Source: an optimization exercise on an open RTL-to-GDS flow (aim: small area and a short achievable clock period). Production flows keep margins and buffers that such runs may drop. The RTL was checked by simulation tests, not by an equivalence proof against the original design.

<file path="design/flow/flow/run.sh">
#!/bin/bash
# Standard layout, except that synthesis maps the logic with a delay-driven ABC script
# (flow/abc_speed.script in place of ORFS's) and without full-adder extraction.
# Registers, their names and cell types are those of the standard synthesis.
set -euo pipefail
W=$(pwd)
mkdir -p "$W/scripts_abc"
cp -r "$FLOW_HOME/scripts/." "$W/scripts_abc/"
cp "$W/flow/abc_speed.script" "$W/scripts_abc/abc_speed.script"
bash standard.sh synth SCRIPTS_DIR="$W/scripts_abc" ADDER_MAP_FILE= > "$W/synth.log" 2>&1
bash standard.sh finish > "$W/layout.log" 2>&1
</file>
<file path="design/flow/flow/abc_speed.script">
strash
dch -f
map -D 1500
buffer -c
upsize -c
dnsize -c
</file>
<file path="design/flow/standard.sh">
#!/bin/bash
# synth_recipe.tcl (not shown) runs the flow's synth.tcl, then flattens the netlist and writes it again
# the make line also repeats each setting of config.mk as NAME=value (left out here)
make -C /OpenROAD-flow-scripts/flow DESIGN_CONFIG=/design/flow/config.mk WORK_HOME=/design/flow/orfs CLKGATE_MAP_FILE= SYNTH_SCRIPT=/design/flow/synth_recipe.tcl "${@:-finish}"
</file>
<file path="design/flow/config.mk">
export PLATFORM = sky130hd
export DESIGN_NAME = md4_core
export DESIGN_NICKNAME = md4_core
export VERILOG_FILES = /design/flow/design.v
export SDC_FILE = /design/flow/constraint.sdc
export NUM_CORES = 4
export LEC_CHECK = 0
export CAP_MARGIN = 20
export CORE_MARGIN = 2
export CORE_UTILIZATION = 60
export CTS_CLUSTER_DIAMETER = 100
export CTS_CLUSTER_SIZE = 30
export SETUP_SLACK_MARGIN = 2.9
export SLEW_MARGIN = 20
</file>
<file path="design/flow/constraint.sdc">
create_clock -name core_clock -period 5.5 [get_ports {clk}]
set_input_delay 1.1000 -clock core_clock [delete_from_list [all_inputs] [get_ports {clk}]]
set_output_delay 1.1000 -clock core_clock [all_outputs]
set_load 0.01 [all_outputs]
</file>
<file path="design/flow/design.v">
`timescale 1ns/10ps
module md4_add32
(
    input  logic [31:0] x,
    input  logic [31:0] y,
    output logic [31:0] s
);
    logic [5:0][31:0] g;
    logic [5:0][31:0] p;
    assign g[0] = x & y;
    assign p[0] = x ^ y;
    genvar l, i;
    generate
        for (l = 0; l < 5; l++)
        begin : g_lvl
            for (i = 0; i < 32; i++)
            begin : g_bit
                if ((i >> l) & 1)
                begin : g_node
                    assign g[l+1][i] = g[l][i] | (p[l][i] & g[l][((i >> l) << l) - 1]);
                    assign p[l+1][i] = p[l][i] & p[l][((i >> l) << l) - 1];
                end
                else
                begin : g_pass
                    assign g[l+1][i] = g[l][i];
                    assign p[l+1][i] = p[l][i];
                end
            end
        end
    endgenerate
    assign s = p[0] ^ {g[5][30:0], 1'b0};
endmodule
`timescale 1ns/10ps
module md4_core
(
    input  logic         clk,
    input  logic         rst_n,
    input  logic [31:0]  msg,
    output logic [127:0] digest
);
    logic [31:0] m_q, s0, b0_q, f1, s1, b1_q, c1_q, f2, s2, b2_q, c2_q, d2_q, f3, s3, b3_q, c3_q, d3_q, a3_q, f4, s4, b4_q, c4_q, d4_q, a4_q, w4_q, kw4, f5, s5, b5_q, c5_q, d5_q, a5_q, w5_q, f6, s6, b6_q, c6_q, d6_q, a6_q, w6_q, f7, s7, b7_q, c7_q, d7_q, a7_q, w7_q, f8, s8, b8_q, c8_q, d8_q, a8_q, w8_q, f9, s9, b9_q, c9_q, d9_q, a9_q, w9_q, f10, s10, b10_q, c10_q, d10_q, a10_q, w10_q, f11, s11, b11_q, c11_q, d11_q, a11_q, w11_q, f12, s12, b12_q, c12_q, d12_q, a12_q, w12_q, f13, s13, b13_q, c13_q, d13_q, ka13, a13_q, w13_q, f14, s14, b14_q, c14_q, d14_q, a14_q, w14_q, f15, s15, b15_q, c15_q, d15_q, ka15, a15_q, w15_q, f16, s16, b16_q, c16_q, d16_q, ka16, a16_q, w16_q, f17, s17, b17_q, c17_q, d17_q, ka17, a17_q, w17_q, f18, s18, b18_q, c18_q, d18_q, ka18, a18_q, w18_q, f19, s19, b19_q, c19_q, d19_q, ka19, a19_q, w19_q, f20, s20, b20_q, c20_q, d20_q, ka20, a20_q, w20_q, f21, s21, b21_q, c21_q, d21_q, ka21, a21_q, w21_q, f22, s22, b22_q, c22_q, d22_q, ka22, a22_q, w22_q, f23, s23, b23_q, c23_q, d23_q, ka23, a23_q, w23_q, f24, s24, b24_q, c24_q, d24_q, ka24, a24_q, w24_q, f25, s25, b25_q, c25_q, d25_q, ka25, a25_q, w25_q, f26, s26, b26_q, c26_q, d26_q, ka26, a26_q, w26_q, f27, s27, b27_q, c27_q, d27_q, ka27, a27_q, w27_q, f28, s28, b28_q, c28_q, d28_q, ka28, a28_q, w28_q, f29, s29, b29_q, c29_q, d29_q, ka29, a29_q, w29_q, f30, s30, b30_q, c30_q, d30_q, ka30, a30_q, w30_q, kw30, f31, s31, b31_q, c31_q, d31_q, ka31, a31_q, f32, s32, b32_q, c32_q, d32_q, ka32, a32_q, f33, s33, b33_q, c33_q, d33_q, ka33, a33_q, f34, s34, b34_q, c34_q, d34_q, ka34, a34_q, f35, s35, b35_q, c35_q, d35_q, ka35, a35_q, f36, s36, b36_q, c36_q, d36_q, ka36, a36_q, f37, s37, b37_q, c37_q, d37_q, ka37, a37_q, f38, s38, b38_q, c38_q, d38_q, ka38, a38_q, f39, s39, b39_q, c39_q, d39_q, ka39, a39_q, f40, s40, b40_q, c40_q, d40_q, ka40, a40_q, f41, s41, b41_q, c41_q, d41_q, ka41, a41_q, f42, s42, b42_q, c42_q, d42_q, ka42, a42_q, f43, s43, b43_q, c43_q, d43_q, ka43, a43_q, f44, s44, b44_q, c44_q, d44_q, ka44, a44_q, f45, s45, b45_q, c45_q, d45_q, ka45, a45_q, f46, s46, b46_q, c46_q, d46_q, ka46, a46_q, f47, s47, b47_q, c47_q, d47_q, a47_q, oa, ob, oc, od;
    assign f1 = (32'h98badcfe ^ (b0_q & (32'hefcdab89 ^ 32'h98badcfe)));
    assign f2 = (32'hefcdab89 ^ (b1_q & (c1_q ^ 32'hefcdab89)));
    assign f3 = (d2_q ^ (b2_q & (c2_q ^ d2_q)));
    assign f4 = (d3_q ^ (b3_q & (c3_q ^ d3_q)));
    assign f5 = (d4_q ^ (b4_q & (c4_q ^ d4_q)));
    assign f6 = (d5_q ^ (b5_q & (c5_q ^ d5_q)));
    assign f7 = (d6_q ^ (b6_q & (c6_q ^ d6_q)));
    assign f8 = (d7_q ^ (b7_q & (c7_q ^ d7_q)));
    assign f9 = (d8_q ^ (b8_q & (c8_q ^ d8_q)));
    assign f10 = (d9_q ^ (b9_q & (c9_q ^ d9_q)));
    assign f11 = (d10_q ^ (b10_q & (c10_q ^ d10_q)));
    assign f12 = (d11_q ^ (b11_q & (c11_q ^ d11_q)));
    assign f13 = (d12_q ^ (b12_q & (c12_q ^ d12_q)));
    assign f14 = (d13_q ^ (b13_q & (c13_q ^ d13_q)));
    assign f15 = (d14_q ^ (b14_q & (c14_q ^ d14_q)));
    assign f16 = ((b15_q & (c15_q | d15_q)) | (c15_q & d15_q));
    assign f17 = ((b16_q & (c16_q | d16_q)) | (c16_q & d16_q));
    assign f18 = ((b17_q & (c17_q | d17_q)) | (c17_q & d17_q));
    assign f19 = ((b18_q & (c18_q | d18_q)) | (c18_q & d18_q));
    assign f20 = ((b19_q & (c19_q | d19_q)) | (c19_q & d19_q));
    assign f21 = ((b20_q & (c20_q | d20_q)) | (c20_q & d20_q));
    assign f22 = ((b21_q & (c21_q | d21_q)) | (c21_q & d21_q));
    assign f23 = ((b22_q & (c22_q | d22_q)) | (c22_q & d22_q));
    assign f24 = ((b23_q & (c23_q | d23_q)) | (c23_q & d23_q));
    assign f25 = ((b24_q & (c24_q | d24_q)) | (c24_q & d24_q));
    assign f26 = ((b25_q & (c25_q | d25_q)) | (c25_q & d25_q));
    assign f27 = ((b26_q & (c26_q | d26_q)) | (c26_q & d26_q));
    assign f28 = ((b27_q & (c27_q | d27_q)) | (c27_q & d27_q));
    assign f29 = ((b28_q & (c28_q | d28_q)) | (c28_q & d28_q));
    assign f30 = ((b29_q & (c29_q | d29_q)) | (c29_q & d29_q));
    assign f31 = ((b30_q & (c30_q | d30_q)) | (c30_q & d30_q));
    assign f32 = (b31_q ^ c31_q ^ d31_q);
    assign f33 = (b32_q ^ c32_q ^ d32_q);
    assign f34 = (b33_q ^ c33_q ^ d33_q);
    assign f35 = (b34_q ^ c34_q ^ d34_q);
    assign f36 = (b35_q ^ c35_q ^ d35_q);
    assign f37 = (b36_q ^ c36_q ^ d36_q);
    assign f38 = (b37_q ^ c37_q ^ d37_q);
    assign f39 = (b38_q ^ c38_q ^ d38_q);
    assign f40 = (b39_q ^ c39_q ^ d39_q);
    assign f41 = (b40_q ^ c40_q ^ d40_q);
    assign f42 = (b41_q ^ c41_q ^ d41_q);
    assign f43 = (b42_q ^ c42_q ^ d42_q);
    assign f44 = (b43_q ^ c43_q ^ d43_q);
    assign f45 = (b44_q ^ c44_q ^ d44_q);
    assign f46 = (b45_q ^ c45_q ^ d45_q);
    assign f47 = (b46_q ^ c46_q ^ d46_q);
    md4_add32 u_s0 (.x (m_q), .y (32'hffffffff), .s (s0));
    md4_add32 u_s1 (.x (f1), .y (32'h103254f6), .s (s1));
    md4_add32 u_s2 (.x (f2), .y (32'h98badcfe), .s (s2));
    md4_add32 u_s3 (.x (f3), .y (32'hefcdab89), .s (s3));
    md4_add32 u_s4 (.x (a3_q), .y (f4), .s (s4));
    md4_add32 u_kw4 (.x ({a3_q[2:0], a3_q[31:3]}), .y (32'h5a82799a), .s (kw4));
    md4_add32 u_s5 (.x (a4_q), .y (f5), .s (s5));
    md4_add32 u_s6 (.x (a5_q), .y (f6), .s (s6));
    md4_add32 u_s7 (.x (a6_q), .y (f7), .s (s7));
    md4_add32 u_s8 (.x (a7_q), .y (f8), .s (s8));
    md4_add32 u_s9 (.x (a8_q), .y (f9), .s (s9));
    md4_add32 u_s10 (.x (a9_q), .y (f10), .s (s10));
    md4_add32 u_s11 (.x (a10_q), .y (f11), .s (s11));
    md4_add32 u_s12 (.x (a11_q), .y (f12), .s (s12));
    md4_add32 u_s13 (.x (a12_q), .y (f13), .s (s13));
    md4_add32 u_ka13 (.x (d12_q), .y (32'h00000020), .s (ka13));
    md4_add32 u_s14 (.x (a13_q), .y (f14), .s (s14));
    md4_add32 u_s15 (.x (a14_q), .y (f15), .s (s15));
    md4_add32 u_ka15 (.x (d14_q), .y (w14_q), .s (ka15));
    md4_add32 u_s16 (.x (a15_q), .y (f16), .s (s16));
    md4_add32 u_ka16 (.x (d15_q), .y (32'h5a827999), .s (ka16));
    md4_add32 u_s17 (.x (a16_q), .y (f17), .s (s17));
    md4_add32 u_ka17 (.x (d16_q), .y (32'h5a827999), .s (ka17));
    md4_add32 u_s18 (.x (a17_q), .y (f18), .s (s18));
    md4_add32 u_ka18 (.x (d17_q), .y (32'h5a827999), .s (ka18));
    md4_add32 u_s19 (.x (a18_q), .y (f19), .s (s19));
    md4_add32 u_ka19 (.x (d18_q), .y (32'h5a827a19), .s (ka19));
    md4_add32 u_s20 (.x (a19_q), .y (f20), .s (s20));
    md4_add32 u_ka20 (.x (d19_q), .y (32'h5a827999), .s (ka20));
    md4_add32 u_s21 (.x (a20_q), .y (f21), .s (s21));
    md4_add32 u_ka21 (.x (d20_q), .y (32'h5a827999), .s (ka21));
    md4_add32 u_s22 (.x (a21_q), .y (f22), .s (s22));
    md4_add32 u_ka22 (.x (d21_q), .y (32'h5a827999), .s (ka22));
    md4_add32 u_s23 (.x (a22_q), .y (f23), .s (s23));
    md4_add32 u_ka23 (.x (d22_q), .y (32'h5a827999), .s (ka23));
    md4_add32 u_s24 (.x (a23_q), .y (f24), .s (s24));
    md4_add32 u_ka24 (.x (d23_q), .y (32'h5a827999), .s (ka24));
    md4_add32 u_s25 (.x (a24_q), .y (f25), .s (s25));
    md4_add32 u_ka25 (.x (d24_q), .y (32'h5a827999), .s (ka25));
    md4_add32 u_s26 (.x (a25_q), .y (f26), .s (s26));
    md4_add32 u_ka26 (.x (d25_q), .y (32'h5a8279b9), .s (ka26));
    md4_add32 u_s27 (.x (a26_q), .y (f27), .s (s27));
    md4_add32 u_ka27 (.x (d26_q), .y (32'h5a827999), .s (ka27));
    md4_add32 u_s28 (.x (a27_q), .y (f28), .s (s28));
    md4_add32 u_ka28 (.x (d27_q), .y (32'h5a827999), .s (ka28));
    md4_add32 u_s29 (.x (a28_q), .y (f29), .s (s29));
    md4_add32 u_ka29 (.x (d28_q), .y (32'h5a827999), .s (ka29));
    md4_add32 u_s30 (.x (a29_q), .y (f30), .s (s30));
    md4_add32 u_ka30 (.x (d29_q), .y (32'h5a827999), .s (ka30));
    md4_add32 u_kw30 (.x (w29_q), .y (32'h14577208), .s (kw30));
    md4_add32 u_s31 (.x (a30_q), .y (f31), .s (s31));
    md4_add32 u_ka31 (.x (d30_q), .y (w30_q), .s (ka31));
    md4_add32 u_s32 (.x (a31_q), .y (f32), .s (s32));
    md4_add32 u_ka32 (.x (d31_q), .y (32'h6ed9eba1), .s (ka32));
    md4_add32 u_s33 (.x (a32_q), .y (f33), .s (s33));
    md4_add32 u_ka33 (.x (d32_q), .y (32'h6ed9eba1), .s (ka33));
    md4_add32 u_s34 (.x (a33_q), .y (f34), .s (s34));
    md4_add32 u_ka34 (.x (d33_q), .y (32'h6ed9eba1), .s (ka34));
    md4_add32 u_s35 (.x (a34_q), .y (f35), .s (s35));
    md4_add32 u_ka35 (.x (d34_q), .y (32'h6ed9eba1), .s (ka35));
    md4_add32 u_s36 (.x (a35_q), .y (f36), .s (s36));
    md4_add32 u_ka36 (.x (d35_q), .y (32'h6ed9eba1), .s (ka36));
    md4_add32 u_s37 (.x (a36_q), .y (f37), .s (s37));
    md4_add32 u_ka37 (.x (d36_q), .y (32'h6ed9eba1), .s (ka37));
    md4_add32 u_s38 (.x (a37_q), .y (f38), .s (s38));
    md4_add32 u_ka38 (.x (d37_q), .y (32'h6ed9ebc1), .s (ka38));
    md4_add32 u_s39 (.x (a38_q), .y (f39), .s (s39));
    md4_add32 u_ka39 (.x (d38_q), .y (32'h6ed9ec21), .s (ka39));
    md4_add32 u_s40 (.x (a39_q), .y (f40), .s (s40));
    md4_add32 u_ka40 (.x (d39_q), .y (32'h6ed9eba1), .s (ka40));
    md4_add32 u_s41 (.x (a40_q), .y (f41), .s (s41));
    md4_add32 u_ka41 (.x (d40_q), .y (32'h6ed9eba1), .s (ka41));
    md4_add32 u_s42 (.x (a41_q), .y (f42), .s (s42));
    md4_add32 u_ka42 (.x (d41_q), .y (32'h6ed9eba1), .s (ka42));
    md4_add32 u_s43 (.x (a42_q), .y (f43), .s (s43));
    md4_add32 u_ka43 (.x (d42_q), .y (32'h6ed9eba1), .s (ka43));
    md4_add32 u_s44 (.x (a43_q), .y (f44), .s (s44));
    md4_add32 u_ka44 (.x (d43_q), .y (32'h6ed9eba1), .s (ka44));
    md4_add32 u_s45 (.x (a44_q), .y (f45), .s (s45));
    md4_add32 u_ka45 (.x (d44_q), .y (32'h6ed9eba1), .s (ka45));
    md4_add32 u_s46 (.x (a45_q), .y (f46), .s (s46));
    md4_add32 u_ka46 (.x (d45_q), .y (32'h6ed9eba1), .s (ka46));
    md4_add32 u_s47 (.x (a46_q), .y (f47), .s (s47));
    md4_add32 u_oa (.x (a47_q), .y (32'h67452301), .s (oa));
    md4_add32 u_ob (.x (b47_q), .y (32'hefcdab89), .s (ob));
    md4_add32 u_oc (.x (c47_q), .y (32'h98badcfe), .s (oc));
    md4_add32 u_od (.x (d47_q), .y (32'h10325476), .s (od));
    always_ff @(posedge clk)
    begin
        m_q <= {msg[7:0], msg[15:8], msg[23:16], msg[31:24]};
        b0_q <= {s0[28:0], s0[31:29]};
        b1_q <= {s1[24:0], s1[31:25]};
        c1_q <= b0_q;
        b2_q <= {s2[20:0], s2[31:21]};
        c2_q <= b1_q;
        d2_q <= c1_q;
        b3_q <= {s3[12:0], s3[31:13]};
        c3_q <= b2_q;
        d3_q <= c2_q;
        a3_q <= d2_q;
        b4_q <= {s4[28:0], s4[31:29]};
        c4_q <= b3_q;
        d4_q <= c3_q;
        a4_q <= d3_q;
        w4_q <= kw4;
        b5_q <= {s5[24:0], s5[31:25]};
        c5_q <= b4_q;
        d5_q <= c4_q;
        a5_q <= d4_q;
        w5_q <= w4_q;
        b6_q <= {s6[20:0], s6[31:21]};
        c6_q <= b5_q;
        d6_q <= c5_q;
        a6_q <= d5_q;
        w6_q <= w5_q;
        b7_q <= {s7[12:0], s7[31:13]};
        c7_q <= b6_q;
        d7_q <= c6_q;
        a7_q <= d6_q;
        w7_q <= w6_q;
        b8_q <= {s8[28:0], s8[31:29]};
        c8_q <= b7_q;
        d8_q <= c7_q;
        a8_q <= d7_q;
        w8_q <= w7_q;
        b9_q <= {s9[24:0], s9[31:25]};
        c9_q <= b8_q;
        d9_q <= c8_q;
        a9_q <= d8_q;
        w9_q <= w8_q;
        b10_q <= {s10[20:0], s10[31:21]};
        c10_q <= b9_q;
        d10_q <= c9_q;
        a10_q <= d9_q;
        w10_q <= w9_q;
        b11_q <= {s11[12:0], s11[31:13]};
        c11_q <= b10_q;
        d11_q <= c10_q;
        a11_q <= d10_q;
        w11_q <= w10_q;
        b12_q <= {s12[28:0], s12[31:29]};
        c12_q <= b11_q;
        d12_q <= c11_q;
        a12_q <= d11_q;
        w12_q <= w11_q;
        b13_q <= {s13[24:0], s13[31:25]};
        c13_q <= b12_q;
        d13_q <= c12_q;
        a13_q <= ka13;
        w13_q <= w12_q;
        b14_q <= {s14[20:0], s14[31:21]};
        c14_q <= b13_q;
        d14_q <= c13_q;
        a14_q <= d13_q;
        w14_q <= w13_q;
        b15_q <= {s15[12:0], s15[31:13]};
        c15_q <= b14_q;
        d15_q <= c14_q;
        a15_q <= ka15;
        w15_q <= w14_q;
        b16_q <= {s16[28:0], s16[31:29]};
        c16_q <= b15_q;
        d16_q <= c15_q;
        a16_q <= ka16;
        w16_q <= w15_q;
        b17_q <= {s17[26:0], s17[31:27]};
        c17_q <= b16_q;
        d17_q <= c16_q;
        a17_q <= ka17;
        w17_q <= w16_q;
        b18_q <= {s18[22:0], s18[31:23]};
        c18_q <= b17_q;
        d18_q <= c17_q;
        a18_q <= ka18;
        w18_q <= w17_q;
        b19_q <= {s19[18:0], s19[31:19]};
        c19_q <= b18_q;
        d19_q <= c18_q;
        a19_q <= ka19;
        w19_q <= w18_q;
        b20_q <= {s20[28:0], s20[31:29]};
        c20_q <= b19_q;
        d20_q <= c19_q;
        a20_q <= ka20;
        w20_q <= w19_q;
        b21_q <= {s21[26:0], s21[31:27]};
        c21_q <= b20_q;
        d21_q <= c20_q;
        a21_q <= ka21;
        w21_q <= w20_q;
        b22_q <= {s22[22:0], s22[31:23]};
        c22_q <= b21_q;
        d22_q <= c21_q;
        a22_q <= ka22;
        w22_q <= w21_q;
        b23_q <= {s23[18:0], s23[31:19]};
        c23_q <= b22_q;
        d23_q <= c22_q;
        a23_q <= ka23;
        w23_q <= w22_q;
        b24_q <= {s24[28:0], s24[31:29]};
        c24_q <= b23_q;
        d24_q <= c23_q;
        a24_q <= ka24;
        w24_q <= w23_q;
        b25_q <= {s25[26:0], s25[31:27]};
        c25_q <= b24_q;
        d25_q <= c24_q;
        a25_q <= ka25;
        w25_q <= w24_q;
        b26_q <= {s26[22:0], s26[31:23]};
        c26_q <= b25_q;
        d26_q <= c25_q;
        a26_q <= ka26;
        w26_q <= w25_q;
        b27_q <= {s27[18:0], s27[31:19]};
        c27_q <= b26_q;
        d27_q <= c26_q;
        a27_q <= ka27;
        w27_q <= w26_q;
        b28_q <= {s28[28:0], s28[31:29]};
        c28_q <= b27_q;
        d28_q <= c27_q;
        a28_q <= ka28;
        w28_q <= w27_q;
        b29_q <= {s29[26:0], s29[31:27]};
        c29_q <= b28_q;
        d29_q <= c28_q;
        a29_q <= ka29;
        w29_q <= w28_q;
        b30_q <= {s30[22:0], s30[31:23]};
        c30_q <= b29_q;
        d30_q <= c29_q;
        a30_q <= ka30;
        w30_q <= kw30;
        b31_q <= {s31[18:0], s31[31:19]};
        c31_q <= b30_q;
        d31_q <= c30_q;
        a31_q <= ka31;
        b32_q <= {s32[28:0], s32[31:29]};
        c32_q <= b31_q;
        d32_q <= c31_q;
        a32_q <= ka32;
        b33_q <= {s33[22:0], s33[31:23]};
        c33_q <= b32_q;
        d33_q <= c32_q;
        a33_q <= ka33;
        b34_q <= {s34[20:0], s34[31:21]};
        c34_q <= b33_q;
        d34_q <= c33_q;
        a34_q <= ka34;
        b35_q <= {s35[16:0], s35[31:17]};
        c35_q <= b34_q;
        d35_q <= c34_q;
        a35_q <= ka35;
        b36_q <= {s36[28:0], s36[31:29]};
        c36_q <= b35_q;
        d36_q <= c35_q;
        a36_q <= ka36;
        b37_q <= {s37[22:0], s37[31:23]};
        c37_q <= b36_q;
        d37_q <= c36_q;
        a37_q <= ka37;
        b38_q <= {s38[20:0], s38[31:21]};
        c38_q <= b37_q;
        d38_q <= c37_q;
        a38_q <= ka38;
        b39_q <= {s39[16:0], s39[31:17]};
        c39_q <= b38_q;
        d39_q <= c38_q;
        a39_q <= ka39;
        b40_q <= {s40[28:0], s40[31:29]};
        c40_q <= b39_q;
        d40_q <= c39_q;
        a40_q <= ka40;
        b41_q <= {s41[22:0], s41[31:23]};
        c41_q <= b40_q;
        d41_q <= c40_q;
        a41_q <= ka41;
        b42_q <= {s42[20:0], s42[31:21]};
        c42_q <= b41_q;
        d42_q <= c41_q;
        a42_q <= ka42;
        b43_q <= {s43[16:0], s43[31:17]};
        c43_q <= b42_q;
        d43_q <= c42_q;
        a43_q <= ka43;
        b44_q <= {s44[28:0], s44[31:29]};
        c44_q <= b43_q;
        d44_q <= c43_q;
        a44_q <= ka44;
        b45_q <= {s45[22:0], s45[31:23]};
        c45_q <= b44_q;
        d45_q <= c44_q;
        a45_q <= ka45;
        b46_q <= {s46[20:0], s46[31:21]};
        c46_q <= b45_q;
        d46_q <= c45_q;
        a46_q <= ka46;
        b47_q <= {s47[16:0], s47[31:17]};
        c47_q <= b46_q;
        d47_q <= c46_q;
        a47_q <= d46_q;
    end
    always_ff @(posedge clk)
    begin
        if (!rst_n)
            digest <= '0;
        else
            digest <= {oa[7:0], oa[15:8], oa[23:16], oa[31:24], ob[7:0], ob[15:8], ob[23:16], ob[31:24], oc[7:0], oc[15:8], oc[23:16], oc[31:24], od[7:0], od[15:8], od[23:16], od[31:24]};
    end
endmodule
</file>
==> results of run 1 <==
==> worst paths after layout <==
kind                     to  cells past startpoint
setup reg to reg   b23_q[5]                     11
hold reg to reg   d11_q[19]                      0
hold / removal    d11_q[19]                      0
setup / recovery   b23_q[5]                     11
==> routing by layer <==
metal  up-vias  wire length (um)  GRT usage
met5         -               187          0
met4        28             39600      0.147
met3      1432             44800     0.0418
met2      5405            343000      0.556
met1     87000            305000      0.422
li1      92200                 -          -
==> critical path, cell delays in order, from the launching register on <==
cell and delay (ns):
sky130_fd_sc_hd__dfxtp_2 0.35, sky130_fd_sc_hd__maj3_2 0.34, sky130_fd_sc_hd__xnor2_2 0.16, sky130_fd_sc_hd__o21ai_2 0.19, sky130_fd_sc_hd__nand3_2 0.13, sky130_fd_sc_hd__a31oi_4 0.20, sky130_fd_sc_hd__nand3_2 0.13, sky130_fd_sc_hd__nand2_4 0.13
sky130_fd_sc_hd__a31oi_4 0.17, sky130_fd_sc_hd__buf_8 0.21, sky130_fd_sc_hd__o21ai_4 0.17, sky130_fd_sc_hd__xor2_4 0.36
==> what timing repair did <==
| action | 4_1_cts | 5_1_grt |
|---|---|---|
| pin swaps | 190 | 595 |
| gates resized for setup | 1402 | 2161 |
| setup endpoints to repair | 933 | 1258 |
| setup buffers | 224 | 387 |
| gates cloned | 16 | 11 |
==> metrics by stage <==
step	setup WS, ns	cells
CTS	2.72	34700
detailed placement	1.81	34100
floorplan	3.20	28600
global route	2.71	35100
finish	2.81	35100
global placement	1.85	34100
==> layout by cell type, fill, tap and decap left out, drive strengths merged, types with 28 or more instances in the layout <==
cell / instances
nand4: 148
o31ai: 104
maj3: 221
or2: 260
xor2: 2012
clkbuf: 293
a21oi: 1080
a221oi: 45
clkdlybuf4s50: 33
nand3: 481
nand3b: 78
nor3: 242
nor4: 57
o221ai: 28
a31oi: 193
o22ai: 62
a21o: 34
o21ai: 1804
o2111ai: 96
mux2: 96
and2: 532
a21boi: 89
o21a: 86
o211ai: 311
nand2: 5041
inv: 3295
o311ai: 52
xnor2: 622
dfxtp: 6970
nor2: 4111
buf: 775
o21bai: 177
==> final cells by class <==
class                   count  area, um2  area share
well taps                5497       6880      0.0243
inverters                3277      12300      0.0435
clock inverters            32        359     0.00127
diodes                     21       52.6    0.000186
repair buffers            814       6960      0.0246
clock buffers             287       7140      0.0252
multi-input cells       18200     109000       0.384
flip-flops and latches   6970     141000       0.497
==> kinds of logic after synthesis <==
kind of cell	after synthesis	share of synthesized area
AO/OA/AOI/OAI	4239	0.106
XOR/XNOR	2635	0.0917
adder cells (fa/ha/maj)	221	0.00891
buffers and inverters	3383	0.0514
flip-flops	6970	0.554
multiplexers	115	0.00505
AND/OR/NAND/NOR	11000	0.184
==> flow_summary.rst, run 1 <==
.. list-table::
   :header-rows: 1

   * - Metric
     - Value
   * - Run status
     - timing/DRC/antenna clean
   * - CTS tree
     - done
   * - Library cells used by synthesis
     - 101
   * - Input/output buffers
     - 161
   * - Filler cell count in the final layout
     - 33.5k
   * - Post-placement cell area
     - 0.260 mm2
   * - Via density per instance
     - 5.30
   * - Initial cell density of the core
     - 0.603
   * - Yosys top cell area share
     - 0.554
   * - Relative area change from synthesis to final layout
     - 12.4%
   * - Slew of the pin with the lowest slew margin
     - around 0.91 ns
   * - Most instantiated cells after synthesis
     - 6970 x sky130_fd_sc_hd__dfxtp_1, 4956 x sky130_fd_sc_hd__nand2_1, 3971 x sky130_fd_sc_hd__nor2_1, 3254 x sky130_fd_sc_hd__inv_1, 2011 x sky130_fd_sc_hd__xor2_1
   * - Max FFs per register
     - 128
   * - Post-route clock skew
     - around 0.064 ns
   * - Count of routing violations after the opening detailed-route iteration
     - between 10k and 15k
   * - Antenna Violating Nets Remaining
     - 0
   * - Worst hold start
     - c10_q[19]
   * - Nature of the critical path startpoint
     - flip-flop
   * - Ratio of cells with drive above 1 in the final layout
     - 0.142
   * - Setup repair after global routing missed its margin
     - yes
   * - Number of antenna violations at the first check in global routing
     - 89
   * - Worst Setup End Kind
     - flip-flop
   * - Total standard cell area after synthesis
     - about 0.25 mm2
   * - Routed length per placed instance
     - approximately 21 um
   * - Top reg by flops
     - digest
   * - Post-Route Setup TNS
     - 0 ns
   * - Synthesis Warnings
     - 1
   * - CTS clock-pin slew for the worst setup and hold paths
     - 0.11 ns
   * - Share of async-settable or async-resettable flops after synthesis
     - 0
   * - Utilization after layout
     - 0.678
   * - Die area
     - around 0.43 mm2
   * - Wire length of the first global-routing pass
     - 1050000 um
   * - Vertical extent of the die
     - 652 um
   * - Via count
     - 186k
   * - Final worst hold slack
     - approximately 0.31 ns
   * - Deepest level of the CTS H-tree
     - 5
   * - Primary FF master, synth
     - sky130_fd_sc_hd__dfxtp_1
   * - Core outline area
     - 0.418 mm2
   * - Design area
     - 0.283 mm2
   * - Crit path max fanout
     - 5
   * - Timing startpoint of the critical path
     - d22_q[1]
   * - Arrival time reported for the critical path endpoint
     - 3.53 ns
   * - Final period utilization
     - 0.489
   * - Number of enable flip-flop cells after synthesis
     - 0
   * - R2R Setup Slk
     - approximately 2.8 ns
   * - Dominant cell type by area after synthesis
     - sky130_fd_sc_hd__dfxtp_1
   * - FMAX
     - between 300 and 400 MHz
   * - Remaining Overflow, GRT
     - 0
   * - Number of synthesized register bits
     - roughly 7k
   * - Clock Root Buffer
     - sky130_fd_sc_hd__clkbuf_16
   * - Total routing usage reported by global routing
     - 0.329
   * - HPWL after DPL
     - 581000 um
   * - TritonCTS Sinks
     - between 6k and 7k
   * - Net count of the finished layout
     - roughly 30k
   * - Hold crit path type
     - flip-flop to flip-flop
   * - Final WL
     - 733000 um
   * - RePlAce Congestion
     - 0.971
   * - Synth top area cells
     - sky130_fd_sc_hd__dfxtp_1 55%, sky130_fd_sc_hd__nand2_1 7.4%, sky130_fd_sc_hd__xor2_1 7.0%
   * - Most numerous cell in the Yosys netlist
     - sky130_fd_sc_hd__dfxtp_1
   * - Width of the die
     - between 600 and 700 um
   * - Mean instance size in the synthesized netlist
     - 8.82 um2
   * - Critical path class
     - flip-flop to flip-flop
   * - Vias in the first global route
     - 172k
   * - Max cap viols
     - 0
   * - Largest net degree at the start of global routing
     - between 50 and 60
   * - Cell row count
     - roughly 240
   * - Worst-case headroom to the max-slew limit
     - 0.390
   * - I/O pin count
     - 162
   * - Hold Vio Cnt, Final
     - 0
   * - Required time worst endpoint
     - 6.34 ns
   * - Drt pass-1 iters
     - 6
   * - Synthesized netlist cell count
     - approximately 29k
   * - Final number of max-transition violations
     - 0
   * - Part of the Yosys area used for sequential elements
     - 0.554
   * - CTS Buffer Depth
     - 4
   * - Total CTS buffers
     - 274
   * - DRC
     - 0
   * - Hold-fix buffers at CTS
     - 0
   * - Setup-failing EPs final
     - 0
   * - Syn nets
     - 28.6k
   * - Clock latency (worst-skew pair)
     - approximately 1.0 ns
   * - Final Critical Period
     - 2.69 ns
   * - FF-to-FF Start
     - d22_q[1]
==> run 2: changes to the inputs <==
--- a/design/flow/design.v
+++ b/design/flow/design.v
@@ -38,7 +38,8 @@
     input  logic [31:0]  msg,
     output logic [127:0] digest
 );
-    logic [31:0] m_q, s0, b0_q, f1, s1, b1_q, c1_q, f2, s2, b2_q, c2_q, d2_q, f3, s3, b3_q, c3_q, d3_q, a3_q, f4, s4, b4_q, c4_q, d4_q, a4_q, w4_q, kw4, f5, s5, b5_q, c5_q, d5_q, a5_q, w5_q, f6, s6, b6_q, c6_q, d6_q, a6_q, w6_q, f7, s7, b7_q, c7_q, d7_q, a7_q, w7_q, f8, s8, b8_q, c8_q, d8_q, a8_q, w8_q, f9, s9, b9_q, c9_q, d9_q, a9_q, w9_q, f10, s10, b10_q, c10_q, d10_q, a10_q, w10_q, f11, s11, b11_q, c11_q, d11_q, a11_q, w11_q, f12, s12, b12_q, c12_q, d12_q, a12_q, w12_q, f13, s13, b13_q, c13_q, d13_q, ka13, a13_q, w13_q, f14, s14, b14_q, c14_q, d14_q, a14_q, w14_q, f15, s15, b15_q, c15_q, d15_q, ka15, a15_q, w15_q, f16, s16, b16_q, c16_q, d16_q, ka16, a16_q, w16_q, f17, s17, b17_q, c17_q, d17_q, ka17, a17_q, w17_q, f18, s18, b18_q, c18_q, d18_q, ka18, a18_q, w18_q, f19, s19, b19_q, c19_q, d19_q, ka19, a19_q, w19_q, f20, s20, b20_q, c20_q, d20_q, ka20, a20_q, w20_q, f21, s21, b21_q, c21_q, d21_q, ka21, a21_q, w21_q, f22, s22, b22_q, c22_q, d22_q, ka22, a22_q, w22_q, f23, s23, b23_q, c23_q, d23_q, ka23, a23_q, w23_q, f24, s24, b24_q, c24_q, d24_q, ka24, a24_q, w24_q, f25, s25, b25_q, c25_q, d25_q, ka25, a25_q, w25_q, f26, s26, b26_q, c26_q, d26_q, ka26, a26_q, w26_q, f27, s27, b27_q, c27_q, d27_q, ka27, a27_q, w27_q, f28, s28, b28_q, c28_q, d28_q, ka28, a28_q, w28_q, f29, s29, b29_q, c29_q, d29_q, ka29, a29_q, w29_q, f30, s30, b30_q, c30_q, d30_q, ka30, a30_q, w30_q, kw30, f31, s31, b31_q, c31_q, d31_q, ka31, a31_q, f32, s32, b32_q, c32_q, d32_q, ka32, a32_q, f33, s33, b33_q, c33_q, d33_q, ka33, a33_q, f34, s34, b34_q, c34_q, d34_q, ka34, a34_q, f35, s35, b35_q, c35_q, d35_q, ka35, a35_q, f36, s36, b36_q, c36_q, d36_q, ka36, a36_q, f37, s37, b37_q, c37_q, d37_q, ka37, a37_q, f38, s38, b38_q, c38_q, d38_q, ka38, a38_q, f39, s39, b39_q, c39_q, d39_q, ka39, a39_q, f40, s40, b40_q, c40_q, d40_q, ka40, a40_q, f41, s41, b41_q, c41_q, d41_q, ka41, a41_q, f42, s42, b42_q, c42_q, d42_q, ka42, a42_q, f43, s43, b43_q, c43_q, d43_q, ka43, a43_q, f44, s44, b44_q, c44_q, d44_q, ka44, a44_q, f45, s45, b45_q, c45_q, d45_q, ka45, a45_q, f46, s46, b46_q, c46_q, d46_q, ka46, a46_q, f47, s47, b47_q, c47_q, d47_q, a47_q, oa, ob, oc, od;
+    logic [31:0] m_q, kin, s0, b0_q, f1, s1, b1_q, c1_q, f2, s2, b2_q, c2_q, d2_q, f3, s3, b3_q, c3_q, d3_q, a3_q, f4, s4, b4_q, c4_q, d4_q, a4_q, w4_q, kw4, f5, s5, b5_q, c5_q, d5_q, a5_q, w5_q, f6, s6, b6_q, c6_q, d6_q, a6_q, w6_q, f7, s7, b7_q, c7_q, d7_q, a7_q, w7_q, f8, s8, b8_q, c8_q, d8_q, a8_q, w8_q, f9, s9, b9_q, c9_q, d9_q, a9_q, w9_q, f10, s10, b10_q, c10_q, d10_q, a10_q, w10_q, f11, s11, b11_q, c11_q, d11_q, a11_q, w11_q, f12, s12, b12_q, c12_q, d12_q, a12_q, w12_q, f13, s13, b13_q, c13_q, d13_q, ka13, a13_q, w13_q, f14, s14, b14_q, c14_q, d14_q, a14_q, w14_q, f15, s15, b15_q, c15_q, d15_q, ka15, a15_q, w15_q, f16, s16, b16_q, c16_q, d16_q, ka16, a16_q, w16_q, f17, s17, b17_q, c17_q, d17_q, ka17, a17_q, w17_q, f18, s18, b18_q, c18_q, d18_q, ka18, a18_q, w18_q, f19, s19, b19_q, c19_q, d19_q, ka19, a19_q, w19_q, f20, s20, b20_q, c20_q, d20_q, ka20, a20_q, w20_q, f21, s21, b21_q, c21_q, d21_q, ka21, a21_q, w21_q, f22, s22, b22_q, c22_q, d22_q, ka22, a22_q, w22_q, f23, s23, b23_q, c23_q, d23_q, ka23, a23_q, w23_q, f24, s24, b24_q, c24_q, d24_q, ka24, a24_q, w24_q, f25, s25, b25_q, c25_q, d25_q, ka25, a25_q, w25_q, f26, s26, b26_q, c26_q, d26_q, ka26, a26_q, w26_q, f27, s27, b27_q, c27_q, d27_q, ka27, a27_q, w27_q, f28, s28, b28_q, c28_q, d28_q, ka28, a28_q, w28_q, f29, s29, b29_q, c29_q, d29_q, ka29, a29_q, w29_q, f30, s30, b30_q, c30_q, d30_q, ka30, a30_q, w30_q, kw30, f31, s31, b31_q, c31_q, d31_q, ka31, a31_q, f32, s32, b32_q, c32_q, d32_q, ka32, a32_q, f33, s33, b33_q, c33_q, d33_q, ka33, a33_q, f34, s34, b34_q, c34_q, d34_q, ka34, a34_q, f35, s35, b35_q, c35_q, d35_q, ka35, a35_q, f36, s36, b36_q, c36_q, d36_q, ka36, a36_q, f37, s37, b37_q, c37_q, d37_q, ka37, a37_q, f38, s38, b38_q, c38_q, d38_q, ka38, a38_q, f39, s39, b39_q, c39_q, d39_q, ka39, a39_q, f40, s40, b40_q, c40_q, d40_q, ka40, a40_q, f41, s41, b41_q, c41_q, d41_q, ka41, a41_q, f42, s42, b42_q, c42_q, d42_q, ka42, a42_q, f43, s43, b43_q, c43_q, d43_q, ka43, a43_q, f44, s44, b44_q, c44_q, d44_q, ka44, a44_q, f45, s45, b45_q, c45_q, d45_q, ka45, a45_q, f46, s46, b46_q, c46_q, d46_q, ka46, a46_q, f47, s47, b47_q, c47_q, d47_q, a47_q, oa, ob, oc, od;
+    assign s0 = m_q;
     assign f1 = (32'h98badcfe ^ (b0_q & (32'hefcdab89 ^ 32'h98badcfe)));
     assign f2 = (32'hefcdab89 ^ (b1_q & (c1_q ^ 32'hefcdab89)));
     assign f3 = (d2_q ^ (b2_q & (c2_q ^ d2_q)));
@@ -86,7 +87,7 @@
     assign f45 = (b44_q ^ c44_q ^ d44_q);
     assign f46 = (b45_q ^ c45_q ^ d45_q);
     assign f47 = (b46_q ^ c46_q ^ d46_q);
-    md4_add32 u_s0 (.x (m_q), .y (32'hffffffff), .s (s0));
+    md4_add32 u_kin (.x ({msg[7:0], msg[15:8], msg[23:16], msg[31:24]}), .y (32'hffffffff), .s (kin));
     md4_add32 u_s1 (.x (f1), .y (32'h103254f6), .s (s1));
     md4_add32 u_s2 (.x (f2), .y (32'h98badcfe), .s (s2));
     md4_add32 u_s3 (.x (f3), .y (32'hefcdab89), .s (s3));
@@ -175,7 +176,7 @@
     md4_add32 u_od (.x (d47_q), .y (32'h10325476), .s (od));
     always_ff @(posedge clk)
     begin
-        m_q <= {msg[7:0], msg[15:8], msg[23:16], msg[31:24]};
+        m_q <= kin;
         b0_q <= {s0[28:0], s0[31:29]};
         b1_q <= {s1[24:0], s1[31:25]};
         c1_q <= b0_q;
--- a/design/flow/config.mk
+++ b/design/flow/config.mk
@@ -10,5 +10,5 @@
 export CORE_UTILIZATION = 60
 export CTS_CLUSTER_DIAMETER = 100
 export CTS_CLUSTER_SIZE = 30
-export SETUP_SLACK_MARGIN = 2.9
+export SETUP_SLACK_MARGIN = 3.0
 export SLEW_MARGIN = 20
==> run 2 against run 1 <==
Still clean. Non-clock buffer count rose by 421. Worst hold slack got worse by 0.0016 ns. Clock skew fell by 0.0076 ns. Final cell count rose by 1.3%. First-iteration DRC count rose by 4.3%. Clock-buffer cell count rose by 5.
==> flow_summary.rst, run 2 <==
.. list-table::
   :header-rows: 1

   * - Metric
     - Value
   * - Via density per instance
     - 5.33 (was 5.30)
   * - Wire length of the first global-routing pass
     - 1060000 um (was 1050000 um)
   * - Commonest cells after routing, fill and taps aside
     - 5985 x sky130_fd_sc_hd__dfxtp_1, 4616 x sky130_fd_sc_hd__nand2_1, 3351 x sky130_fd_sc_hd__nor2_1 (was 6301 x sky130_fd_sc_hd__dfxtp_1, 4767 x sky130_fd_sc_hd__nand2_1, 3583 x sky130_fd_sc_hd__nor2_1)
   * - Setup-failing EPs final
     - 0 (unchanged)
   * - Initial cell density of the core
     - 0.603 (unchanged)
   * - Area used by multi-input combinational logic
     - 0.114 mm2 (was 0.109 mm2)
   * - Vias in the first global route
     - 175k (was 172k)
   * - Synthesized netlist cell count
     - 28.6k (unchanged)
   * - Vertical extent of the die
     - 652 um (unchanged)
   * - I/O pin count
     - 162 (unchanged)
   * - Nature of the critical path startpoint
     - flip-flop (unchanged)
   * - Clock latency (worst-skew pair)
     - 1.02 ns (was 1.01 ns)
   * - FMAX
     - 366 MHz (was 372 MHz)
   * - Remaining Overflow, GRT
     - 0 (unchanged)
   * - Worst-case headroom to the max-slew limit
     - 0.269 (was 0.390)
   * - DRC
     - 0 (unchanged)
   * - Relative area change from synthesis to final layout
     - 16.4% (was 12.4%)
   * - Most common cell after layout, fill and taps aside
     - sky130_fd_sc_hd__dfxtp_1 (unchanged)
   * - Core outline area
     - 0.418 mm2 (unchanged)
   * - Yosys top cell area share
     - 0.554 (unchanged)
   * - Die area
     - 0.425 mm2 (unchanged)
   * - Hold crit path type
     - flip-flop to flip-flop (unchanged)
   * - Slew of the pin with the lowest slew margin
     - 1.09 ns (was 0.906 ns)
   * - Final number of max-transition violations
     - 0 (unchanged)
   * - Input/output buffers
     - 161 (unchanged)
   * - Required time worst endpoint
     - 6.38 ns (was 6.34 ns)
   * - Net count of the finished layout
     - 30.0k (was 29.6k)
   * - Final period utilization
     - 0.496 (was 0.489)
   * - Count of routing violations after the opening detailed-route iteration
     - 15.3k (was 14.7k)
   * - Critical path class
     - flip-flop to flip-flop (unchanged)
   * - Number of antenna violations at the first check in global routing
     - 69 (was 89)
   * - Largest net degree at the start of global routing
     - 51 (unchanged)
   * - Number of synthesized register bits
     - 6970 (unchanged)
   * - Total standard cell area after synthesis
     - 0.252 mm2 (unchanged)
   * - CTS clock-pin slew for the worst setup and hold paths
     - 0.11 ns (about the same)
   * - HPWL after DPL
     - 579000 um (was 581000 um)
   * - Max FFs per register
     - 128 (unchanged)
   * - Worst Setup End Kind
     - flip-flop (unchanged)
   * - Synth top area cells
     - sky130_fd_sc_hd__dfxtp_1 55%, sky130_fd_sc_hd__nand2_1 7.4%, sky130_fd_sc_hd__xor2_1 7.0% (unchanged)
   * - Number of enable flip-flop cells after synthesis
     - 0 (unchanged)
   * - CTS Buffer Depth
     - 4 (unchanged)
   * - TritonCTS Sinks
     - 6970 (unchanged)
   * - Library cells used by synthesis
     - 101 (unchanged)
   * - Register area
     - 0.141 mm2 (about the same)
   * - Antenna Violating Nets Remaining
     - 0 (unchanged)
   * - Primary FF master, synth
     - sky130_fd_sc_hd__dfxtp_1 (unchanged)
   * - Cell row count
     - 237 (unchanged)
   * - Arrival time reported for the critical path endpoint
     - 3.61 ns (was 3.53 ns)
   * - Total routing usage reported by global routing
     - 0.332 (was 0.329)
   * - Synthesis Warnings
     - 1 (unchanged)
   * - RePlAce Congestion
     - 0.967 (was 0.971)
   * - Syn nets
     - 28.6k (unchanged)
   * - Setup repair after global routing missed its margin
     - yes (unchanged)
   * - Top reg by flops
     - digest (unchanged)
   * - Final WL
     - 754000 um (was 733000 um)
   * - Design area
     - 0.293 mm2 (was 0.283 mm2)
   * - Deepest level of the CTS H-tree
     - 5 (unchanged)
   * - Hold Vio Cnt, Final
     - 0 (unchanged)
   * - Run status
     - timing/DRC/antenna clean (unchanged)
   * - Dominant cell type by area after synthesis
     - sky130_fd_sc_hd__dfxtp_1 (unchanged)
   * - Post-placement cell area
     - 0.260 mm2 (about the same)
   * - CTS tree
     - done (unchanged)
   * - Share of async-settable or async-resettable flops after synthesis
     - 0 (unchanged)
   * - Post-Route Setup TNS
     - 0 ns (unchanged)
   * - Total CTS buffers
     - 274 (unchanged)
   * - Routed length per placed instance
     - 21.2 um (was 20.9 um)
   * - Crit path max fanout
     - 6 (was 5)
   * - Mean instance size in the synthesized netlist
     - 8.82 um2 (unchanged)
   * - Via count
     - 190k (was 186k)
   * - Ratio of cells with drive above 1 in the final layout
     - 0.194 (was 0.142)
   * - Max cap viols
     - 0 (unchanged)
   * - Final Critical Period
     - 2.73 ns (was 2.69 ns)
   * - Drt pass-1 iters
     - 14 (was 6)
   * - Most instantiated cells after synthesis
     - 6970 x sky130_fd_sc_hd__dfxtp_1, 4956 x sky130_fd_sc_hd__nand2_1, 3971 x sky130_fd_sc_hd__nor2_1, 3254 x sky130_fd_sc_hd__inv_1, 2011 x sky130_fd_sc_hd__xor2_1 (unchanged)
   * - Post-route clock skew
     - 0.0563 ns (was 0.0640 ns)
   * - Clock Root Buffer
     - sky130_fd_sc_hd__clkbuf_16 (unchanged)
   * - Filler cell count in the final layout
     - 31.9k (was 33.5k)
   * - Part of the Yosys area used for sequential elements
     - 0.554 (unchanged)
   * - Width of the die
     - 652 um (unchanged)
   * - Most numerous cell in the Yosys netlist
     - sky130_fd_sc_hd__dfxtp_1 (unchanged)
run 2: timing repair:
item / in CTS / in global routing
resized for setup: 2111 / 3317
hold buffers: 0 / 0
gates cloned: 25 / 26
endpoints found under the setup margin: 1269 / 1507
setup buffers: 379 / 635
pin swaps: 370 / 1117
run 2: routing by layer:
metal | global-route usage | vias to the layer above | wire [um]
li1 | - | 93000 | -
met5 | 0 | - | 171
met1 | 0.424 | 89300 | 312000
met2 | 0.564 | 5857 | 354000
met3 | 0.0392 | 1517 | 45700
met4 | 0.152 | 18 | 41700
run 2: worst paths after layout:
check	depth (start not counted)	to	startpoint	slack, ns
setup / recovery	11	b21_q[2]	b20_q[16]	2.77
setup reg to reg	11	b21_q[2]	b20_q[16]	2.77
hold / removal	0	w29_q[11]	w28_q[11]	0.31
hold reg to reg	0	w29_q[11]	w28_q[11]	0.31
run 2: cell type report:
cell class | count | area share
sequential | 6970 | 0.482
multi-input combinational | 18200 | 0.388
inverter | 3277 | 0.0421
timing repair buffer | 1235 | 0.0375
clock buffer | 292 | 0.0245
tap | 5497 | 0.0235
clock inverter | 36 | 0.00136
antenna | 39 | 0.000333
run 2: cells by family (layout without fill, tap and decap cells):
logic type	after synthesis	count (layout)	share of synthesized area
AND/OR/NAND/NOR	11000	11000	0.184
AO/OA/AOI/OAI	4239	4257	0.106
multiplexers	115	115	0.00505
XOR/XNOR	2635	2635	0.0917
adder cells (fa/ha/maj)	221	221	0.00891
other	0	39	0
flip-flops	6970	6970	0.554
buffers and inverters	3383	4840	0.0514
run 2: through the flow:
step                cells  utilization  hold slack, ns  setup WS, ns
detailed placement  34100        0.623           0.312          1.82
global placement    34100        0.623           0.309          1.79
finish              35600        0.702           0.311          2.77
global route        35500        0.702           0.327          2.68
CTS                 34900        0.662           0.317          2.80
floorplan           28600            -           0.310          2.79
run 2: worst max-delay path, cell delays in order (launching register included):
cell,delay [ns]
sky130_fd_sc_hd__dfxtp_1,0.37
sky130_fd_sc_hd__maj3_1,0.38
sky130_fd_sc_hd__nand2_1,0.16
sky130_fd_sc_hd__o21bai_1,0.13
sky130_fd_sc_hd__a21oi_1,0.28
sky130_fd_sc_hd__a21oi_2,0.12
sky130_fd_sc_hd__nand2_1,0.17
sky130_fd_sc_hd__a31oi_4,0.17
sky130_fd_sc_hd__buf_4,0.19
sky130_fd_sc_hd__a221oi_4,0.26
sky130_fd_sc_hd__o31ai_4,0.14
sky130_fd_sc_hd__xor2_4,0.26
==> run 3: changes to the inputs <==
--- a/design/flow/config.mk
+++ b/design/flow/config.mk
@@ -8,7 +8,7 @@
 export CAP_MARGIN = 20
 export CORE_MARGIN = 2
 export CORE_UTILIZATION = 60
-export CTS_CLUSTER_DIAMETER = 100
-export CTS_CLUSTER_SIZE = 30
+export CTS_CLUSTER_DIAMETER = 80
+export CTS_CLUSTER_SIZE = 24
 export SETUP_SLACK_MARGIN = 3.0
 export SLEW_MARGIN = 20
==> run 3 against run 2 <==
First-iteration DRC count fell by 1.8%. Setup slack improved by 0.013 ns. Wire length rose by 0.59%. Largest cell class unchanged.
==> flow_summary.rst, run 3 <==
.. list-table::
   :header-rows: 1

   * - Metric
     - Value
   * - Run status
     - timing/DRC/antenna clean (unchanged)
   * - Vias in the first global route
     - 175k (about the same)
   * - Setup repair after global routing missed its margin
     - yes (unchanged)
   * - Share of async-settable or async-resettable flops after synthesis
     - 0 (unchanged)
   * - Sink of the worst hold path
     - w28_q[30] (was w29_q[11])
   * - Part of the Yosys area used for sequential elements
     - 0.554 (unchanged)
   * - Nature of the critical path startpoint
     - flip-flop (unchanged)
   * - Required time worst endpoint
     - 6.39 ns (was 6.38 ns)
   * - Cell row count
     - 237 (unchanged)
   * - Hold Vio Cnt, Final
     - 0 (unchanged)
   * - FF-to-FF Start
     - b20_q[1] (was b20_q[16])
   * - Synthesized netlist cell count
     - 28.6k (unchanged)
   * - Max FFs per register
     - 128 (unchanged)
   * - Post-Route Setup TNS
     - 0 ns (unchanged)
   * - Final number of max-transition violations
     - 0 (unchanged)
   * - Ratio of cells with drive above 1 in the final layout
     - 0.199 (was 0.194)
   * - Library cells used by synthesis
     - 101 (unchanged)
   * - FMAX
     - 368 MHz (was 366 MHz)
   * - Syn nets
     - 28.6k (unchanged)
   * - Die area
     - 0.425 mm2 (unchanged)
   * - Synthesis Warnings
     - 1 (unchanged)
   * - Max cap viols
     - 0 (unchanged)
   * - Initial cell density of the core
     - 0.603 (unchanged)
   * - TritonCTS Sinks
     - 6970 (unchanged)
   * - Routed length per placed instance
     - 21.3 um (was 21.2 um)
   * - Final period utilization
     - 0.494 (was 0.496)
   * - Number of synthesized register bits
     - 6970 (unchanged)
   * - Final WL
     - 758000 um (was 754000 um)
   * - Total standard cell area after synthesis
     - 0.252 mm2 (unchanged)
   * - Crit-path cells
     - maj3_2 > xnor2_2 > o21ai_2 > nand3_2 > nand3_2 > nand4_1 > nand2_4 > a31oi_4 > buf_6 > buf_4 > o31ai_4 > xor2_4 (was maj3_1 > nand2_1 > o21bai_1 > a21oi_1 > a21oi_2 > nand2_1 > a31oi_4 > buf_4 > a221oi_4 > o31ai_4 > xor2_4)
   * - Filler cell count in the final layout
     - 31.6k (was 31.9k)
   * - Top reg by flops
     - digest (unchanged)
   * - Final non-filler cell total
     - 35.6k (about the same)
   * - Total routing usage reported by global routing
     - 0.333 (was 0.332)
   * - Clock latency (worst-skew pair)
     - 1.04 ns (was 1.02 ns)
   * - Relative area change from synthesis to final layout
     - 17.4% (was 16.4%)
   * - Final Critical Period
     - 2.72 ns (was 2.73 ns)
   * - CTS tree
     - done (unchanged)
   * - R2R Setup Slk
     - 2.78 ns (was 2.77 ns)
   * - Sum of met2 wire segment lengths after detailed routing
     - 358000 um (was 354000 um)
   * - Worst Setup End Kind
     - flip-flop (unchanged)
   * - Wire length of the first global-routing pass
     - 1070000 um (was 1060000 um)
   * - I/O pin count
     - 162 (unchanged)
   * - Arrival time reported for the critical path endpoint
     - 3.60 ns (was 3.61 ns)
   * - Core outline area
     - 0.418 mm2 (unchanged)
   * - Net count of the finished layout
     - 30.1k (was 30.0k)
   * - Width of the die
     - 652 um (unchanged)
   * - Length in cells of the worst reg-to-reg path
     - 12 (was 11)
   * - Input/output buffers
     - 161 (unchanged)
   * - Routed met3 length
     - 48600 um (was 45700 um)
   * - Remaining Overflow, GRT
     - 0 (unchanged)
   * - Setup-failing EPs final
     - 0 (unchanged)
   * - Vertical extent of the die
     - 652 um (unchanged)
   * - DRC
     - 0 (unchanged)
   * - Top Metal Used
     - met5 (unchanged)
   * - RePlAce Congestion
     - 0.967 (unchanged)
   * - Crit path max fanout
     - 4 (was 6)
   * - Hold-fix buffers at CTS
     - 0 (unchanged)
   * - Reg2Reg Capture Point
     - b21_q[1] (was b21_q[2])
   * - Worst-case headroom to the max-slew limit
     - 0.301 (was 0.269)
   * - CTS clock-pin slew for the worst setup and hold paths
     - 0.09 ns (was 0.11 ns)
   * - Number of antenna violations at the first check in global routing
     - 64 (was 69)
   * - Most instantiated cells after synthesis
     - 6970 x sky130_fd_sc_hd__dfxtp_1, 4956 x sky130_fd_sc_hd__nand2_1, 3971 x sky130_fd_sc_hd__nor2_1, 3254 x sky130_fd_sc_hd__inv_1, 2011 x sky130_fd_sc_hd__xor2_1 (unchanged)
   * - Top cell by count, worst path
     - sky130_fd_sc_hd__nand3_2 (was sky130_fd_sc_hd__nand2_1)
   * - Slowest library cell on the worst path
     - sky130_fd_sc_hd__dfxtp_4 (was sky130_fd_sc_hd__maj3_1)
   * - Most common cell after layout, fill and taps aside
     - sky130_fd_sc_hd__dfxtp_1 (unchanged)
   * - CTS Buffer Depth
     - 4 (unchanged)
   * - Count of routing violations after the opening detailed-route iteration
     - 15.0k (was 15.3k)
   * - Commonest cells after routing, fill and taps aside
     - 6017 x sky130_fd_sc_hd__dfxtp_1, 4618 x sky130_fd_sc_hd__nand2_1, 3331 x sky130_fd_sc_hd__nor2_1 (was 5985 x sky130_fd_sc_hd__dfxtp_1, 4616 x sky130_fd_sc_hd__nand2_1, 3351 x sky130_fd_sc_hd__nor2_1)
   * - Largest net degree at the start of global routing
     - 51 (unchanged)
   * - Dominant cell type by area after synthesis
     - sky130_fd_sc_hd__dfxtp_1 (unchanged)
   * - Cell depth of the worst hold path
     - 0 (unchanged)
   * - Mean instance size in the synthesized netlist
     - 8.82 um2 (unchanged)
   * - Number of cells after detailed placement
     - 34.1k (unchanged)
   * - Slew of the pin with the lowest slew margin
     - 1.04 ns (was 1.09 ns)
   * - Number of enable flip-flop cells after synthesis
     - 0 (unchanged)
   * - Critical path class
     - flip-flop to flip-flop (unchanged)
   * - Drt pass-1 iters
     - 12 (was 14)
   * - Most numerous cell in the Yosys netlist
     - sky130_fd_sc_hd__dfxtp_1 (unchanged)
   * - Primary FF master, synth
     - sky130_fd_sc_hd__dfxtp_1 (unchanged)
   * - Worst hold start
     - w27_q[30] (was w28_q[11])
   * - Synth top area cells
     - sky130_fd_sc_hd__dfxtp_1 55%, sky130_fd_sc_hd__nand2_1 7.4%, sky130_fd_sc_hd__xor2_1 7.0% (unchanged)
   * - Deepest level of the CTS H-tree
     - 5 (unchanged)
   * - Clock Root Buffer
     - sky130_fd_sc_hd__clkbuf_16 (unchanged)
   * - Via density per instance
     - 5.35 (was 5.33)
   * - Worst stage delay on the critical path
     - 0.42 ns (was 0.38 ns)
   * - HPWL after DPL
     - 579000 um (unchanged)
   * - Hold crit path type
     - flip-flop to flip-flop (unchanged)
   * - Antenna Violating Nets Remaining
     - 0 (unchanged)
   * - Total CTS buffers
     - 336 (was 274)
   * - Total routed wire length on the met1 layer
     - 310000 um (was 312000 um)
   * - Via count
     - 191k (was 190k)
   * - Post-route clock skew
     - 0.0857 ns (was 0.0563 ns)
   * - Yosys top cell area share
     - 0.554 (unchanged)
-- run 3: changes by cell type in the layout (fill, tap and decap cells not counted), sizes merged, moves of 2 or more --
| cell | before | now |
|---|---|---|
| buf | 1184 | 1193 |
| clkbuf | 310 | 372 |
| clkdlybuf4s15 | 0 | 2 |
| diode | 39 | 30 |
| a31oi | 197 | 194 |
| inv | 3292 | 3295 |
-- run 3: cell families (layout without fill, tap and decap cells) --
group,after synthesis,in the layout,synth area share
fa+ha+maj,221,221,0.00891
simple gates,11000,11000,0.184
other cells,0,30,0
flops,6970,6970,0.554
compound gates,4239,4254,0.106
xor+xnor,2635,2635,0.0917
buf+inv,3383,4914,0.0514
mux,115,115,0.00505
-- run 3: per-layer routing --
| metal | vias up | track usage |
|---|---|---|
| met2 | 6055 | 0.566 |
| met4 | 16 | 0.152 |
| met5 | - | 0 |
| met3 | 1610 | 0.0417 |
| met1 | 89900 | 0.424 |
| li1 | 93200 | - |
-- run 3: worst max path at each step --
stage	slack [ns]	cells after the start	end	from
floorplan	2.79	14	m_q[31]	msg[24]
global placement	1.79	15	m_q[31]	msg[24]
detailed placement	1.82	15	m_q[31]	msg[24]
CTS	2.78	11	b18_q[5]	b17_q[1]
global route	2.58	15	b30_q[8]	b29_q[24]
finish	2.78	12	b21_q[1]	b20_q[1]
-- run 3: what timing repair did --
| action | in CTS | in global routing |
|---|---|---|
| endpoints found under the setup margin | 1265 | 1523 |
| cloned | 21 | 30 |
| gates resized for setup | 2042 | 3500 |
| pin swaps | 358 | 1153 |
| buffers inserted | 396 | 627 |
-- run 3: layout make-up --
cell class / instances / area (um2) / area share
Antenna cell: 30 / 75.1 / 0.000254
Sequential cell: 6970 / 141000 / 0.478
Inverter: 3277 / 12300 / 0.0417
Clock buffer: 354 / 8770 / 0.0297
Timing Repair Buffer: 1246 / 11200 / 0.0378
Multi-Input combinational cell: 18200 / 115000 / 0.388
Clock inverter: 37 / 458 / 0.00155
Tap cell: 5497 / 6880 / 0.0233
-- run 3: worst max-delay path, delay by kind of cell, from the launching register on --
kind | cells | cell delay (ns)
buffers and inverters | 2 | 0.31
adder cells (fa/ha/maj) | 1 | 0.35
AND/OR/NAND/NOR | 4 | 0.45
AO/OA/AOI/OAI | 3 | 0.60
flip-flops | 1 | 0.42
XOR/XNOR | 2 | 0.45
-- run 3: metrics by stage --
stage | util | instance area [um2] | hold slack (ns) | setup WS, ns
2_1_floorplan | - | 252000 | 0.310 | 2.79
3_3_place_gp | 0.623 | 260000 | 0.309 | 1.79
3_5_place_dp | 0.623 | 260000 | 0.312 | 1.82
4_1_cts | 0.666 | 278000 | 0.295 | 2.78
5_1_grt | 0.708 | 296000 | 0.287 | 2.58
6_report | 0.708 | 296000 | 0.278 | 2.78

-- separate check: timing with driven ports --
No port has a modelled driver above. Below, the same layouts with a new extraction and two added sets of constraints.
Step 1 sets driving cells, clkbuf_16 on the clock port and buf_2 on the other inputs (assumed; they add their load-dependent delay and slew).
Step 2 times the ports against the registers' clock, not the clock port: input delays grow and output delays shrink by t, the midpoint of the rising clock arrivals with the driver on.
Slacks: ideal / step 1 / step 2; pairs: ideal / step 1.
run | t, ns | setup slack, ns | worst setup path at the end | latest minus earliest clock arrival (ns) | slew at the worst register clock pin (ns)
run 1 | 1.104 | 2.809 / 2.809 / 2.433 | input to register | 0.080 / 0.079 | 0.12 / 0.12
run 2 | 1.109 | 2.770 / 2.770 / 2.232 | input to register | 0.065 / 0.065 | 0.12 / 0.12
run 3 | 1.119 | 2.783 / 2.783 / 2.215 | input to register | 0.101 / 0.102 | 0.10 / 0.10
After both steps every run listed still meets setup and hold. For run 3, which loses most, drivers alone change the setup slack by 0.000 ns; drivers and shift together by -0.568 ns.
